Background: an optimization exercise with open tools, aiming at small area, a short achievable clock period and few clock cycles per item. Do not read the settings as production practice. In this exercise RTL edits were held to simulation tests only and were not proved equivalent to the original.

== run a ==
// dfu_top
module dfu_top (
	input  logic        clk,
	input  logic        rst,
	input  logic        a_valid,
	input  logic [4:0]  a_op,
	input  logic [31:0] a_data,
	output logic        a_ready,
	input  logic        b_valid,
	input  logic [31:0] b_data,
	output logic        b_ready,
	output logic        res_valid,
	output logic [31:0] res_data,
	input  logic        res_ready
);
For scale: roughly 2900 cells after synthesis, ~190 flip-flops, roughly 110 I/O pins.
clock: 9.0 ns
lec_check: 0
cap_margin: 20
core_margin: 2
core_utilization: 40
setup_slack_margin: 4.7
slew_margin: 20
synth_hierarchical: 1
dont_use_cells: sky130_fd_sc_hd__fa_1 sky130_fd_sc_hd__fa_2 sky130_fd_sc_hd__fa_4 sky130_fd_sc_hd__ha_1 sky130_fd_sc_hd__ha_2 sky130_fd_sc_hd__ha_4
standard.sh (not shown) runs the stock make flow with config.mk's settings and CLKGATE_MAP_FILE= SYNTH_SCRIPT=/design/flow/synth_recipe.tcl, a recipe that flattens the netlist after the stock synthesis.
==> flow/flow/run.sh <==
#!/bin/bash
# The standard layout, with the full and half adder cells kept out of
# synthesis: the reduction tree is mapped to plain gates, which are faster.
set -euo pipefail
cat >> config.mk <<'EOC'
export DONT_USE_CELLS = sky130_fd_sc_hd__fa_1 sky130_fd_sc_hd__fa_2 sky130_fd_sc_hd__fa_4 sky130_fd_sc_hd__ha_1 sky130_fd_sc_hd__ha_2 sky130_fd_sc_hd__ha_4
EOC
bash standard.sh finish > standard.log 2>&1
Testbench counts of run a, summed over its fixed seeds: cycles 18,336, items 16,000.
[inputs] run b vs run a
--- a/flow/design.v
+++ b/flow/design.v
@@ -34,39 +34,40 @@
 	input  dfu_pkg::word_t   b_data,
 	output logic             a_ready,
 	output logic             b_ready,
 	output logic             tok_valid,
 	output dfu_pkg::alu_op_t tok_op,
 	output dfu_pkg::word_t   tok_a,
 	output logic [15:0]      tok_one,
 	output logic [15:0]      tok_two,
 	output logic [15:0]      tok_neg,
 	output logic             tok_inv,
 	output logic             tok_cmp,
-	input  logic             tok_ready
+	input  logic             down_full,
+	input  logic             res_ready
 );
 	logic load;
 	logic take;
 	logic           is_sh;
 	logic           is_rsh;
 	logic           inv;
 	logic           big;
 	dfu_pkg::word_t a_in;
 	logic [15:0]    one_in;
 	logic [15:0]    two_in;
 	logic [15:0]    neg_in;
 	logic           eq;
 	logic           lt_u;
 	logic           lt_s;
 	logic           cmp_in;
-	assign load = ~tok_valid | tok_ready;
+	assign load = ~(tok_valid & down_full) | res_ready;
 	assign take = a_valid & b_valid & load;
 	assign a_ready = take;
 	assign b_ready = take;
 	assign is_rsh = (a_op == dfu_pkg::OP_LSHR) | (a_op == dfu_pkg::OP_ASHR);
 	assign is_sh = is_rsh | (a_op == dfu_pkg::OP_SHL);
 	assign inv = (a_op == dfu_pkg::OP_ASHR) & a_data[31];
 	assign big = |b_data[31:5];
 	always_comb begin
 		for (int i = 0; i < 32; i++) begin
 			a_in[i] = is_rsh ? (a_data[31-i] ^ inv) : a_data[i];
 		end
@@ -1732,37 +1733,39 @@
 endmodule
 module result_buffer (
 	input  logic           clk,
 	input  logic           rst,
 	input  logic           in_valid,
 	input  dfu_pkg::word_t in_s,
 	input  dfu_pkg::word_t in_c,
 	input  logic           in_ci,
 	input  logic           in_rev,
 	input  logic           in_inv,
 	output logic           in_ready,
+	output logic           down_full,
 	output logic           res_valid,
 	output dfu_pkg::word_t res_data,
 	input  logic           res_ready
 );
 	logic           sc_valid;
 	dfu_pkg::word_t s_q;
 	dfu_pkg::word_t c_q;
 	logic           ci_q;
 	logic           rev_q;
 	logic           inv_q;
 	dfu_pkg::word_t res_d;
 	logic           sc_ready;
 	logic [32:0]    sum;
 	assign sc_ready = ~res_valid | res_ready;
-	assign in_ready = ~sc_valid | sc_ready;
+	assign in_ready = ~(sc_valid & res_valid) | res_ready;
+	assign down_full = sc_valid & res_valid;
 	always_ff @(posedge clk or posedge rst) begin
 		if (rst) begin
 			sc_valid <= 1'b0;
 		end else if (in_ready) begin
 			sc_valid <= in_valid;
 		end
 	end
 	always_ff @(posedge clk) begin
 		if (in_ready) begin
 			s_q <= in_s;
 			c_q <= in_c;
@@ -1805,22 +1808,23 @@
 	input  logic        res_ready
 );
 	logic             tok_valid;
 	dfu_pkg::alu_op_t tok_op;
 	dfu_pkg::word_t   tok_a;
 	logic [15:0]      tok_one;
 	logic [15:0]      tok_two;
 	logic [15:0]      tok_neg;
 	logic             tok_inv;
 	logic             tok_cmp;
 	logic             tok_ready;
+	logic             down_full;
 	dfu_pkg::word_t   alu_s;
 	dfu_pkg::word_t   alu_c;
 	logic             alu_ci;
 	dfu_pkg::word_t   mul_s;
 	dfu_pkg::word_t   mul_c;
 	logic             use_mul;
 	logic             use_rsh;
 	dfu_pkg::word_t   in_s;
 	dfu_pkg::word_t   in_c;
 	operand_join join0 (
 		.clk       (clk),
@@ -1832,23 +1836,24 @@
 		.b_data    (b_data),
 		.a_ready   (a_ready),
 		.b_ready   (b_ready),
 		.tok_valid (tok_valid),
 		.tok_op    (tok_op),
 		.tok_a     (tok_a),
 		.tok_one   (tok_one),
 		.tok_two   (tok_two),
 		.tok_neg   (tok_neg),
 		.tok_inv   (tok_inv),
 		.tok_cmp   (tok_cmp),
-		.tok_ready (tok_ready)
+		.down_full (down_full),
+		.res_ready (res_ready)
 	);
 	int_alu alu0 (
 		.tok_op  (tok_op),
 		.tok_a   (tok_a),
 		.tok_one (tok_one),
 		.tok_neg (tok_neg),
 		.tok_cmp (tok_cmp),
 		.alu_s   (alu_s),
 		.alu_c   (alu_c),
 		.alu_ci  (alu_ci)
 	);
@@ -1866,16 +1871,17 @@
 	assign in_c = (use_mul | use_rsh) ? mul_c : alu_c;
 	result_buffer rbuf0 (
 		.clk       (clk),
 		.rst       (rst),
 		.in_valid  (tok_valid),
 		.in_s      (in_s),
 		.in_c      (in_c),
 		.in_ci     (alu_ci),
 		.in_rev    (use_rsh),
 		.in_inv    (tok_inv),
 		.in_ready  (tok_ready),
+		.down_full (down_full),
 		.res_valid (res_valid),
 		.res_data  (res_data),
 		.res_ready (res_ready)
 	);
 endmodule
==> notes.md <==
- Comparing run a with run b, the vertical die dimension came out essentially unchanged.
- Capture point of the critical path = a_ready: run a; capture point of the critical path = rbuf0.s_q[30]: run b
- Going from run a to run b, length of routed met2 wiring shrank by a few percent.
- Taking run a as the reference point, the non-clock buffer count of run b falls by 1.4%.
- Run b ends up with a global-route usage over all layers that is 0.34 points lower than in run a.
- Comparing run a with run b, the simple-gate share of the synthesized area came out essentially unchanged.
- Against run a as the reference, run b delivers a lower routed wire length.
- Run b and run a ended up with roughly the same post-synthesis net count.
- In the reports for run a and run b, the smaller met1 wire length belongs to run b.
- Taking run a as the reference point, the required time reported for the critical path endpoint of run b rises by 2.00 ns.
- The number of cells after detailed placement on run a is in line with that on run b.
Testbench counts of run b, summed over its fixed seeds: cycles 18,336, items 16,000.


Setup of red:
dfu_top, a different RTL version from the one above (not shown whole).
Size: about 2800 cells after synthesis, about 110 I/O pins, about 24000 sq um of cells after synthesis.
==> module result_buffer, before the edit <==
module result_buffer (
	input  logic           clk,
	input  logic           rst,
	input  logic           in_valid,
	input  dfu_pkg::word_t in_s,
	input  dfu_pkg::word_t in_c,
	input  logic           in_ci,
	output logic           in_ready,
	output logic           res_valid,
	output dfu_pkg::word_t res_data,
	input  logic           res_ready
);
	logic           sc_valid;
	dfu_pkg::word_t s_q;
	dfu_pkg::word_t c_q;
	logic           ci_q;
	logic           sc_ready;
	logic [32:0]    sum;
	assign sc_ready = ~res_valid | res_ready;
	assign in_ready = ~sc_valid | sc_ready;
	always_ff @(posedge clk or posedge rst) begin
		if (rst) begin
			sc_valid <= 1'b0;
		end else if (in_ready) begin
			sc_valid <= in_valid;
		end
	end
	always_ff @(posedge clk) begin
		if (in_ready) begin
			s_q <= in_s;
			c_q <= in_c;
			ci_q <= in_ci;
		end
	end
	assign sum = {s_q, 1'b1} + {c_q, ci_q};
	always_ff @(posedge clk or posedge rst) begin
		if (rst) begin
			res_valid <= 1'b0;
		end else if (sc_ready) begin
			res_valid <= sc_valid;
		end
	end
	always_ff @(posedge clk) begin
		if (sc_ready) begin
			res_data <= sum[32:1];
		end
	end
endmodule
Settings: LEC_CHECK=0, CAP_MARGIN=20, CORE_MARGIN=2, CORE_UTILIZATION=40, SETUP_SLACK_MARGIN=4.7, SLEW_MARGIN=20, DONT_USE_CELLS=sky130_fd_sc_hd__fa_1 sky130_fd_sc_hd__fa_2 sky130_fd_sc_hd__fa_4 sky130_fd_sc_hd__ha_1 sky130_fd_sc_hd__ha_2 sky130_fd_sc_hd__ha_4; clock period 9.0 ns.
Scripts as last shown in full above: flow/flow/run.sh
red went all the way through synthesis, placement and routing and the layout is clean on timing, DRC and antenna.
Testbench counts of red, summed over its fixed seeds: cycles 18,336, items 16,000.
Input-level comparison between blue and red:
--- a/flow/design.v
+++ b/flow/design.v
@@ -1734,19 +1734,16 @@
 	output dfu_pkg::word_t res_data,
 	input  logic           res_ready
 );
-	logic           sc_valid;
 	dfu_pkg::word_t s_q;
 	dfu_pkg::word_t c_q;
 	logic           ci_q;
-	logic           sc_ready;
 	logic [32:0]    sum;
-	assign sc_ready = ~res_valid | res_ready;
-	assign in_ready = ~sc_valid | sc_ready;
+	assign in_ready = ~res_valid | res_ready;
 	always_ff @(posedge clk or posedge rst) begin
 		if (rst) begin
-			sc_valid <= 1'b0;
+			res_valid <= 1'b0;
 		end else if (in_ready) begin
-			sc_valid <= in_valid;
+			res_valid <= in_valid;
 		end
 	end
 	always_ff @(posedge clk) begin
@@ -1757,18 +1754,7 @@
 		end
 	end
 	assign sum = {s_q, 1'b1} + {c_q, ci_q};
-	always_ff @(posedge clk or posedge rst) begin
-		if (rst) begin
-			res_valid <= 1'b0;
-		end else if (sc_ready) begin
-			res_valid <= sc_valid;
-		end
-	end
-	always_ff @(posedge clk) begin
-		if (sc_ready) begin
-			res_data <= sum[32:1];
-		end
-	end
+	assign res_data = sum[32:1];
 endmodule
 module dfu_top (
 	input  logic        clk,
## What came out
- Re met1 track utilization from global routing: red and blue aren't equal, and the higher value belongs to blue.
- Higher wire length of the first global-routing pass was reported by red, not blue.
- For the number of non-clock inverters in the layout, blue came in 16 lower than red did.
- Changes observed in blue relative to red: area share of fa/ha/maj cells after synthesis increased 0.21 points.
- On number of setup buffers added after CTS, the higher figure sits with blue, not red.
- STATUS slack of the critical path: blue loses against red
- Summary of blue over red: area after synthesis -3.6%; via count -526; shortest period the worst path allows +1440 ps; clock skew ~0 delta.
- Share of async-settable or async-resettable flops after synthesis on blue is down relative to red.
- From red to blue the numbers moved as follows: design area decreased by 2.8% relative to the old numbers; floorplan die area decreased by 3.6% relative to the old numbers.
Testbench counts of blue, summed over its fixed seeds: cycles 18,324, items 16,000.

==> re-timing with driven ports <==
The results above use ideal ports. As a check the final layouts listed here were re-extracted and re-timed, cells and wires unchanged. Step 1 assumes that a clkbuf_16 drives the clock port and a buf_2 every other input. Step 2 also shifts input and output timing later by t, the mid clock arrival at the registers, as if the neighbouring blocks saw the same clock. a / b / c = no drivers / after step 1 / after step 2; a / b = the first two.
run	t, ns	setup slack, ns	hold slack, ns	slew at the worst register clock pin (ns)	pins driven straight from the clock port
run a	0.516	4.750 / 4.718 / 4.446	0.446 / 0.446 / 0.446	0.08 / 0.08	1
run b	0.504	4.814 / 4.806 / 4.430	0.436 / 0.436 / 0.436	0.08 / 0.08	1
red	0.548	4.522 / 4.522 / 4.331	0.577 / 0.577 / 0.577	0.08 / 0.08	1
blue	0.549	3.080 / 3.016 / 3.565	0.487 / 0.487 / 0.487	0.08 / 0.08	1
After both steps every run listed still meets setup and hold. The setup slack of run b, which loses most, moves by -0.008 ns with the drivers and by -0.384 ns with both steps.
